This design comes from an exercise in tuning for small area on the open sky130 flow, not from production work.
The RTL was checked by simulation tests, not by an equivalence proof against the original design.
Power and IR drop assume default switching activity.

==> flow/design.v <==
`default_nettype none
package trace_reg_pkg;
   typedef logic [7:0]  byte_t;        
   typedef logic [5:0]  reg_addr_t;    
   typedef logic [6:0]  byte_idx_t;    
   typedef logic [2:0]  lane_t;
   typedef logic [63:0] pattern_t;     
   localparam int MAX_RULES = 8;
   typedef logic [MAX_RULES-1:0] rule_vec_t;    
   typedef logic [2:0]           trace_width_t;
   typedef struct packed {
      reg_addr_t addr;
      lane_t     lane;
      byte_t     wdata;
      logic      write;
      logic      read;
   } reg_req_t;
   typedef struct packed {
      rule_vec_t    pattern_enable;
      rule_vec_t    pattern_trig_enable;
      trace_width_t trace_width;
      logic         capture_raw;
      logic         record_syncs;
   } trace_ctrl_t;
   localparam reg_addr_t REG_NAME                = 6'd0;
   localparam reg_addr_t REG_REV                 = 6'd1;
   localparam reg_addr_t REG_PATTERN_ENABLE      = 6'd2;
   localparam reg_addr_t REG_PATTERN_TRIG_ENABLE = 6'd3;
   localparam reg_addr_t REG_TRACE_WIDTH         = 6'd4;
   localparam reg_addr_t REG_CAPTURE_RAW         = 6'd5;
   localparam reg_addr_t REG_RECORD_SYNCS        = 6'd6;
   localparam reg_addr_t REG_TRACE_RESET_SYNC    = 6'd7;    
   localparam reg_addr_t REG_SYNCHRONIZED        = 6'd8;
   localparam reg_addr_t REG_TRACE_COUNT         = 6'd9;
   localparam reg_addr_t REG_TRACE_PATTERN_BASE  = 6'd16;   
   localparam reg_addr_t REG_TRACE_MASK_BASE     = 6'd24;   
   localparam pattern_t TRACE_NAME = 64'h6563_6172_546d_7241;
   localparam byte_t    TRACE_REV  = 8'h01;
   localparam trace_width_t TRACE_WIDTH_RESET  = 3'd4;    
   localparam logic         CAPTURE_RAW_RESET  = 1'b1;
   localparam logic         RECORD_SYNCS_RESET = 1'b0;
   localparam rule_vec_t    ENABLE_RESET       = '0;
   localparam pattern_t     PATTERN_RESET      = '0;
   localparam pattern_t     MASK_RESET         = '1;      
endpackage
`default_nettype wire
`default_nettype none
module trace_reg_decode #(
   parameter int         N_RULES      = 8,
   parameter logic [1:0] BLOCK_SELECT = 2'd2
)(
   input  wire trace_reg_pkg::byte_t     reg_address,
   input  wire trace_reg_pkg::byte_idx_t reg_bytecnt,
   input  wire trace_reg_pkg::byte_t     write_data,
   input  wire                           reg_read,
   input  wire                           reg_write,
   input  wire                           reg_addrvalid,
   output logic                          selected,
   output trace_reg_pkg::reg_req_t       req,
   output trace_reg_pkg::rule_vec_t      pattern_we,
   output trace_reg_pkg::rule_vec_t      mask_we
);
   trace_reg_pkg::reg_addr_t offset;
   logic [2:0]               rule;         
   logic                     rule_valid;
   logic                     pattern_hit;
   logic                     mask_hit;
   assign selected = reg_addrvalid && (reg_address[7:6] == BLOCK_SELECT);
   assign offset   = reg_address[5:0];
   always_comb begin
      req.addr  = offset;
      req.lane  = reg_bytecnt[2:0];    
      req.wdata = write_data;
      req.write = selected && reg_write;
      req.read  = selected && reg_read;
   end
   assign rule       = offset[2:0];
   assign rule_valid = (int'(rule) < N_RULES);
   assign pattern_hit = req.write && rule_valid &&
                        (offset[5:3] == trace_reg_pkg::REG_TRACE_PATTERN_BASE[5:3]);
   assign mask_hit    = req.write && rule_valid &&
                        (offset[5:3] == trace_reg_pkg::REG_TRACE_MASK_BASE[5:3]);
   always_comb begin
      pattern_we = '0;
      mask_we    = '0;
      if (pattern_hit) begin
         pattern_we[rule] = 1'b1;
      end
      if (mask_hit) begin
         mask_we[rule] = 1'b1;
      end
   end
endmodule
`default_nettype wire
`default_nettype none
module match_rule_regs (
   input  wire                         usb_clk,
   input  wire                         reset_i,
   input  wire                         pattern_we,
   input  wire                         mask_we,
   input  wire trace_reg_pkg::lane_t   lane,
   input  wire trace_reg_pkg::byte_t   wdata,
   output trace_reg_pkg::pattern_t     pattern,
   output trace_reg_pkg::pattern_t     mask
);
   logic [5:0] bit_base;    
   assign bit_base = {lane, 3'b000};
   always_ff @(posedge usb_clk) begin
      if (reset_i) begin
         pattern <= trace_reg_pkg::PATTERN_RESET;
         mask    <= trace_reg_pkg::MASK_RESET;    
      end
      else begin
         if (pattern_we) begin
            pattern[bit_base +: 8] <= wdata;
         end
         if (mask_we) begin
            mask[bit_base +: 8] <= wdata;
         end
      end
   end
endmodule
`default_nettype wire
`default_nettype none
module trace_ctrl_regs (
   input  wire                           usb_clk,
   input  wire                           reset_i,
   input  wire trace_reg_pkg::reg_req_t  req,
   output trace_reg_pkg::trace_ctrl_t    ctrl,
   output logic                          reset_sync
);
   logic resync_hit;
   logic resync_q;      
   logic resync_qq;
   always_ff @(posedge usb_clk) begin
      if (reset_i) begin
         ctrl.pattern_enable      <= trace_reg_pkg::ENABLE_RESET;
         ctrl.pattern_trig_enable <= trace_reg_pkg::ENABLE_RESET;
         ctrl.trace_width         <= trace_reg_pkg::TRACE_WIDTH_RESET;
         ctrl.capture_raw         <= trace_reg_pkg::CAPTURE_RAW_RESET;
         ctrl.record_syncs        <= trace_reg_pkg::RECORD_SYNCS_RESET;
      end
      else if (req.write) begin
         case (req.addr)
            trace_reg_pkg::REG_PATTERN_ENABLE: begin
               ctrl.pattern_enable <= req.wdata[trace_reg_pkg::MAX_RULES-1:0];
            end
            trace_reg_pkg::REG_PATTERN_TRIG_ENABLE: begin
               ctrl.pattern_trig_enable <= req.wdata[trace_reg_pkg::MAX_RULES-1:0];
            end
            trace_reg_pkg::REG_TRACE_WIDTH: begin
               ctrl.trace_width <= req.wdata[2:0];    
            end
            trace_reg_pkg::REG_CAPTURE_RAW: begin
               ctrl.capture_raw <= req.wdata[0];
            end
            trace_reg_pkg::REG_RECORD_SYNCS: begin
               ctrl.record_syncs <= req.wdata[0];
            end
            default: begin
            end
         endcase
      end
   end
   assign resync_hit = req.write && (req.addr == trace_reg_pkg::REG_TRACE_RESET_SYNC);
   always_ff @(posedge usb_clk) begin
      if (reset_i) begin
         resync_q  <= 1'b0;
         resync_qq <= 1'b0;
      end
      else begin
         resync_q  <= resync_hit;
         resync_qq <= resync_q;
      end
   end
   assign reset_sync = resync_q && !resync_qq;
endmodule
`default_nettype wire
`default_nettype none
module trace_read_mux #(
   parameter int N_RULES         = 8,
   parameter bit REGISTERED_READ = 1'b1
)(
   input  wire                              usb_clk,
   input  wire trace_reg_pkg::reg_req_t     req,
   input  wire trace_reg_pkg::trace_ctrl_t  ctrl,
   input  wire trace_reg_pkg::pattern_t [trace_reg_pkg::MAX_RULES-1:0]     patterns,
   input  wire trace_reg_pkg::pattern_t [trace_reg_pkg::MAX_RULES-1:0]     masks,
   input  wire trace_reg_pkg::byte_t [trace_reg_pkg::MAX_RULES-1:0]        trace_counts,
   input  wire                              synchronized,
   output trace_reg_pkg::byte_t             read_data
);
   logic [2:0]           rule;          
   logic [2:0]           count_rule;    
   logic [5:0]           bit_base;
   trace_reg_pkg::byte_t rd_comb;
   assign rule       = req.addr[2:0];
   assign count_rule = 3'd7 - req.lane;
   assign bit_base   = {req.lane, 3'b000};
   always_comb begin
      rd_comb = '0;
      if (req.read) begin
         case (req.addr)
            trace_reg_pkg::REG_NAME:
               rd_comb = trace_reg_pkg::TRACE_NAME[bit_base +: 8];
            trace_reg_pkg::REG_REV:
               rd_comb = trace_reg_pkg::TRACE_REV;
            trace_reg_pkg::REG_PATTERN_ENABLE:
               rd_comb = ctrl.pattern_enable;
            trace_reg_pkg::REG_PATTERN_TRIG_ENABLE:
               rd_comb = ctrl.pattern_trig_enable;
            trace_reg_pkg::REG_TRACE_WIDTH:
               rd_comb = {5'd0, ctrl.trace_width};
            trace_reg_pkg::REG_CAPTURE_RAW:
               rd_comb = {7'd0, ctrl.capture_raw};
            trace_reg_pkg::REG_RECORD_SYNCS:
               rd_comb = {7'd0, ctrl.record_syncs};
            trace_reg_pkg::REG_SYNCHRONIZED:
               rd_comb = {7'd0, synchronized};
            trace_reg_pkg::REG_TRACE_COUNT: begin
               if (int'(count_rule) < N_RULES) begin
                  rd_comb = trace_counts[count_rule];
               end
            end
            default: begin
               if (int'(rule) < N_RULES) begin
                  if (req.addr[5:3] == trace_reg_pkg::REG_TRACE_PATTERN_BASE[5:3]) begin
                     rd_comb = patterns[rule][bit_base +: 8];
                  end
                  else if (req.addr[5:3] == trace_reg_pkg::REG_TRACE_MASK_BASE[5:3]) begin
                     rd_comb = masks[rule][bit_base +: 8];
                  end
               end
            end
         endcase
      end
   end
   generate
      if (REGISTERED_READ) begin : g_read_reg
         trace_reg_pkg::byte_t read_data_r;
         always_ff @(posedge usb_clk) begin
            read_data_r <= rd_comb;    
         end
         assign read_data = read_data_r;
      end
      else begin : g_read_comb
         assign read_data = rd_comb;    
      end
   endgenerate
endmodule
`default_nettype wire
`default_nettype none
module trace_reg_block #(
   parameter int         N_RULES         = 8,
   parameter logic [1:0] BLOCK_SELECT    = 2'd2,
   parameter bit         REGISTERED_READ = 1'b1
)(
   input  wire                              usb_clk,
   input  wire                              reset_i,
   input  wire trace_reg_pkg::byte_t        reg_address,
   input  wire trace_reg_pkg::byte_idx_t    reg_bytecnt,
   input  wire trace_reg_pkg::byte_t        write_data,
   input  wire                              reg_read,
   input  wire                              reg_write,
   input  wire                              reg_addrvalid,
   output trace_reg_pkg::byte_t             read_data,
   output logic                             selected,
   output trace_reg_pkg::trace_ctrl_t       trace_ctrl,
   output trace_reg_pkg::pattern_t [trace_reg_pkg::MAX_RULES-1:0]          trace_patterns,
   output trace_reg_pkg::pattern_t [trace_reg_pkg::MAX_RULES-1:0]          trace_masks,
   output logic                             reset_sync,
   input  wire trace_reg_pkg::byte_t [trace_reg_pkg::MAX_RULES-1:0]        trace_counts,
   input  wire                              synchronized
);
   trace_reg_pkg::reg_req_t  req;
   trace_reg_pkg::rule_vec_t pattern_we;
   trace_reg_pkg::rule_vec_t mask_we;
   trace_reg_decode #(
      .N_RULES      (N_RULES),
      .BLOCK_SELECT (BLOCK_SELECT)
   ) i_decode (
      .reg_address   (reg_address),
      .reg_bytecnt   (reg_bytecnt),
      .write_data    (write_data),
      .reg_read      (reg_read),
      .reg_write     (reg_write),
      .reg_addrvalid (reg_addrvalid),
      .selected      (selected),
      .req           (req),
      .pattern_we    (pattern_we),
      .mask_we       (mask_we)
   );
   trace_ctrl_regs i_ctrl (
      .usb_clk    (usb_clk),
      .reset_i    (reset_i),
      .req        (req),
      .ctrl       (trace_ctrl),
      .reset_sync (reset_sync)
   );
   generate
      for (genvar r = 0; r < trace_reg_pkg::MAX_RULES; r++) begin : g_rule
         if (r < N_RULES) begin : g_slice
            match_rule_regs i_rule (
               .usb_clk    (usb_clk),
               .reset_i    (reset_i),
               .pattern_we (pattern_we[r]),
               .mask_we    (mask_we[r]),
               .lane       (req.lane),
               .wdata      (req.wdata),
               .pattern    (trace_patterns[r]),
               .mask       (trace_masks[r])
            );
         end
         else begin : g_absent
            assign trace_patterns[r] = trace_reg_pkg::PATTERN_RESET;
            assign trace_masks[r]    = trace_reg_pkg::MASK_RESET;
         end
      end
   endgenerate
   trace_read_mux #(
      .N_RULES         (N_RULES),
      .REGISTERED_READ (REGISTERED_READ)
   ) i_read_mux (
      .usb_clk      (usb_clk),
      .req          (req),
      .ctrl         (trace_ctrl),
      .patterns     (trace_patterns),
      .masks        (trace_masks),
      .trace_counts (trace_counts),
      .synchronized (synchronized),
      .read_data    (read_data)
   );
endmodule
`default_nettype wire
`default_nettype none
module trace_reg_top (
   input  wire         usb_clk,
   input  wire         reset_i,
   input  wire [7:0]   reg_address,
   input  wire [6:0]   reg_bytecnt,
   input  wire [7:0]   write_data,
   input  wire         reg_read,
   input  wire         reg_write,
   input  wire         reg_addrvalid,
   output wire [7:0]   read_data,
   output wire         selected,
   output wire [7:0]   pattern_enable,
   output wire [7:0]   pattern_trig_enable,
   output wire [2:0]   trace_width,
   output wire         capture_raw,
   output wire         record_syncs,
   output wire [511:0] trace_patterns,
   output wire [511:0] trace_masks,
   output wire         reset_sync,
   input  wire [63:0]  trace_counts,
   input  wire         synchronized
);
   trace_reg_pkg::trace_ctrl_t ctrl;
   trace_reg_pkg::pattern_t [trace_reg_pkg::MAX_RULES-1:0] patterns;
   trace_reg_pkg::pattern_t [trace_reg_pkg::MAX_RULES-1:0] masks;
   trace_reg_pkg::byte_t [trace_reg_pkg::MAX_RULES-1:0]    counts;
   trace_reg_block #(
      .N_RULES         (8),
      .BLOCK_SELECT    (2'd2),
      .REGISTERED_READ (1'b1)
   ) i_block (
      .usb_clk        (usb_clk),
      .reset_i        (reset_i),
      .reg_address    (reg_address),
      .reg_bytecnt    (reg_bytecnt),
      .write_data     (write_data),
      .reg_read       (reg_read),
      .reg_write      (reg_write),
      .reg_addrvalid  (reg_addrvalid),
      .read_data      (read_data),
      .selected       (selected),
      .trace_ctrl     (ctrl),
      .trace_patterns (patterns),
      .trace_masks    (masks),
      .reset_sync     (reset_sync),
      .trace_counts   (counts),
      .synchronized   (synchronized)
   );
   assign pattern_enable      = ctrl.pattern_enable;
   assign pattern_trig_enable = ctrl.pattern_trig_enable;
   assign trace_width         = ctrl.trace_width;
   assign capture_raw         = ctrl.capture_raw;
   assign record_syncs        = ctrl.record_syncs;
   generate
      for (genvar r = 0; r < trace_reg_pkg::MAX_RULES; r++) begin : g_flat
         assign trace_patterns[64*r +: 64] = patterns[r];
         assign trace_masks[64*r +: 64]    = masks[r];
         assign counts[r]                  = trace_counts[8*r +: 8];
      end
   endgenerate
endmodule
`default_nettype wire
==> flow/run.sh <==
#!/bin/bash
# synth_recipe.tcl (not shown) runs the flow's synth.tcl, then flattens the netlist and writes it again
# the make line also repeats each setting of config.mk as NAME=value (left out here)
make -C /OpenROAD-flow-scripts/flow DESIGN_CONFIG=/design/flow/config.mk WORK_HOME=/design/flow/orfs CLKGATE_MAP_FILE= SYNTH_SCRIPT=/design/flow/synth_recipe.tcl finish
==> flow/config.mk <==
export PLATFORM = sky130hd
export DESIGN_NAME = trace_reg_top
export DESIGN_NICKNAME = trace_reg_top
export VERILOG_FILES = /design/flow/design.v
export SDC_FILE = /design/flow/constraint.sdc
export NUM_CORES = 4
export LEC_CHECK = 0
export CAP_MARGIN = 20
export CORE_MARGIN = 2
export CORE_UTILIZATION = 40
export SLEW_MARGIN = 20
==> flow/constraint.sdc <==
create_clock -name core_clock -period 10.0 [get_ports {usb_clk}]
set_input_delay 2.0000 -clock core_clock [delete_from_list [all_inputs] [get_ports {usb_clk}]]
set_output_delay 2.0000 -clock core_clock [all_outputs]
set_load 0.01 [all_outputs]
==> results.yml <==
place:
  hpwl_um: 207700
  io_buffers: 1143
  placed_cells: 6530
  place_congestion: 0.9944
power:
  peakVddDrop_uv: 137.1
  power.leakage_uw: 0.02119
  power_density_nw_per_um2: 152.7
clocking:
  clockBufferDepth: 3
  tritoncts: "yes"
  cts-resized-gates: 0
  clk_latency_ns: 0.74
  root_buffer: "clkbuf_16"
  post-cts-setup-buffers: 0
  cts-buffers-inserted: 113
  ctsHtreeMaxLevel: 3
  cts_num_sinks: 1055
  hold_buffers: 0
  clkTransAtPathRegs_ns: 0.06
grt:
  grt_use_total: 0.4763
  grt_remaining_overflow: 0
  grt_max_degree: 203
  grt_pass1_wl_um: 380700
  grt_pass1_vias: 41390
  antenna_found_initial: 37
sta:
  timing.final.crit_share: 0.6452
  hold_violations: 0
  setup-violations-final: 0
  drv_slew: 0
  worst-slew-pin-transition_ns: 1.301
  finalCriticalPeriod_ns: 6.452
  fin_skew_ns: 0.02494
  rsz0062_at_grt: "false"
  setup_tns_ns: 0
  fmax_mhz: 155.0
  max_slew_margin: 0.1280
yosys:
  synth_nets: 4309
  synth-seq-cells: 1055
  synth-warning-count: 4
  synthCells: 4204
  netlist_area_um2: 45200
  synth_mux_area_frac: 0.1519
  synth_top_family_by_area: "compound AO/OA/AOI/OAI gates"
  yosysSeqAreaShare: 0.4672
  syn_avg_cell_area_um2: 10.75
  synth_top_flop_cell: "dfxtp_1"
  ys_types: 73
  synthArstFlopShare: 0
  synth_top_cell_by_area: "dfxtp_1"
  synth-simple-area-share: 0.1034
  synth_top_area_share: 0.4672
  synth_edf_count: 0
  synthTopCellsByArea: "dfxtp_1 47%, mux4_2 12%, a221o_1 10%, a22oi_1 7.7%, nor2_1 4.7%"
  yosysMostFrequentCell: "dfxtp_1"
  synthXorXnorAreaFrac: 0.0005536
  synthAdderAreaFrac: 0.003322
  synthTopCellsByCount: "1,055 x dfxtp_1, 570 x nor2_1, 463 x a22oi_1"
  synth_compound_area_frac: 0.2245
die:
  placementRows: 123
  die_w_um: 340.2
  ioPinCount: 1148
  start_util: 0.4023
  die_area_um2: 115700
  die_h_um: 340.2
  core_um2: 112300
critical_path:
  endpoint_kind: "flop"
  critPathRequiredTime_ns: 10.58
  cpMaxStageDelayCell: "nor2_4"
  crit_buf_inv: 3
  critPathMaxStageDelay_ns: 0.88
  critPathLaunchType: "primary input"
  cp_max_fo: 38
  crit_type: "primary input to flop"
  crit_family: "simple AND/OR/NAND/NOR gates"
  arrival_ns: 7.03
  crit_top_cell: "buf_4"
  crit_chain: "buf_4, clkinv_2, ha_1, xnor2_2, nand3_1, nor2_4, buf_4, nand2_1, a22oi_1, nor2_1"
detailed_routing:
  routed_wl_um: 289400
  wl_per_cell_um: 42.85
  drt_iter0_markers: 8138
  drcViolationCount: 0
  post_drt_via_cell_ratio: 7.018
  vias: 47390
  first_pass_iters: 9
  ant_nets: 0
min_path:
  hold_class: "flop to flop"
layout:
  finish.utilization: 0.5504
  area_growth_pct: 36.80
  drive_gt1_frac: 0.1250
  layout.nets: 5250
  fin_cells: 6752
job:
  drv_cap: 0
outcome:
  outcome: "complete, no violations"
## metrics by stage
| step | worst slack [ns] | area (um2) | total power (uW) | hold slack, ns |
|---|---|---|---|---|
| after floorplan | 4.821 | 45200 | 4621 | 0.4297 |
| after global placement | 3.054 | 57780 | 4909 | 0.4512 |
| after detailed placement | 2.994 | 57800 | 4909 | 0.4606 |
| after CTS | 3.779 | 61790 | 9387 | 0.4695 |
| after global routing | 3.432 | 61810 | 9576 | 0.4924 |
| final | 3.548 | 61840 | 9440 | 0.4696 |
## report_power, final
part	total [uW]	internal, uW	switching, uW	leakage, uW
Clock	4600	2700	1900	0.00196
Combinational	637	155	482	0.0107
Sequential	4200	4200	0.928	0.00852
Total	9440	7060	2380	0.0212
## cells by family after synthesis
kind of cell | Yosys count
AOI/OAI and AO/OA | 1227
and+or+nand+nor | 1085
DFF | 1055
buffers and inverters | 450
muxes | 373
adders and majority gates | 12
xor gates and xnor gates | 2
## state kept, by name (all words and copies together) (netlist names)
register and count:
i_block.i_ctrl.resync_q 1, i_block.g_rule.g_slice.i_rule.pattern 512, i_block.i_ctrl.resync_qq 1, i_block.i_ctrl.ctrl 21
i_block.g_rule.g_slice.i_rule.mask 512, i_block.i_read_mux.g_read_reg.read_data_r 8
## layout make-up
class | count | area, um2
fill | 9835 | 50510
multi-input combinational | 2699 | 22320
sequential | 1055 | 21120
timing repair buffer | 1269 | 12460
clock buffer | 155 | 3236
tap | 1500 | 1877
clock inverter | 53 | 760.7
antenna | 14 | 35.03
inverter | 7 | 28.78
## layer usage
layer | track usage | wire length [um] | vias up
met2 | 0.7038 | 123400 | 4305
li1 | - | - | 18270
met4 | 0.2744 | 21930 | 30
met1 | 0.6095 | 104100 | 23830
met3 | 0.1568 | 39690 | 957
met5 | 0 | 210 | -
## cell usage in the layout (no fill, tap or decap), types with 10 or more instances in the layout
| master | instances |
|---|---|
| a221o_1 | 452 |
| mux4_1 | 12 |
| mux4_2 | 232 |
| and2_1 | 11 |
| nand3_1 | 41 |
| dfxtp_1 | 1055 |
| nor2_1 | 552 |
| a21oi_1 | 105 |
| nor3_4 | 41 |
| o22ai_1 | 15 |
| clkinv_2 | 23 |
| nand2_1 | 312 |
| diode_2 | 14 |
| clkdlybuf4s50_1 | 1137 |
| nor2_2 | 10 |
| nor2b_1 | 16 |
| o21ai_0 | 24 |
| a31oi_1 | 12 |
| nor3_1 | 15 |
| clkbuf_16 | 113 |
| o221ai_1 | 29 |
| a22oi_1 | 463 |
| clkbuf_1 | 17 |
| nand2b_1 | 16 |
| clkbuf_8 | 25 |
| bufinv_16 | 17 |
| ha_1 | 12 |
| nor3_2 | 12 |
| buf_4 | 122 |
| mux2i_1 | 122 |
| a211o_1 | 65 |
## path summary, 6_finish.rpt
| check | startpoint | end | slack (ns) | depth (start not counted) |
|---|---|---|---|---|
| max | reg_address[0] | i_block.g_rule[4].g_slice.i_rule.pattern[8] | 3.55 | 10 |
| max reg2reg | i_block.g_rule[3].g_slice.i_rule.pattern[18] | i_block.i_read_mux.g_read_reg.read_data_r[2] | 7.28 | 6 |
| min | i_block.i_ctrl.resync_q | i_block.i_ctrl.resync_qq | 0.47 | 1 |
| min reg2reg | i_block.i_ctrl.resync_q | i_block.i_ctrl.resync_qq | 0.47 | 1 |

==> afterwards: timing with drivers on the ports <==
The results above use ideal ports. As a check the final layout listed here was re-extracted and re-timed, cells and wires unchanged. Step 1 assumes that a clkbuf_16 drives the clock port and a buf_2 every other input. Step 2, shift: input delay + t, output delay - t, t = (earliest + latest rising clock arrival at the registers) / 2. This alone moves slack from input paths to output paths. a / b / c = ideal ports / drivers / drivers and shift; a / b = the first two.
shift t [ns]: 0.815
slack for setup (ns): 3.548 / 3.603 / 2.788
worst hold slack (ns): 0.470 / 0.470 / 0.470
worst slew at a driven data input, ns: 0.28
After both steps setup and hold are still met in this run. The setup slack of this run moves by +0.055 ns with the drivers and by -0.760 ns with both steps.
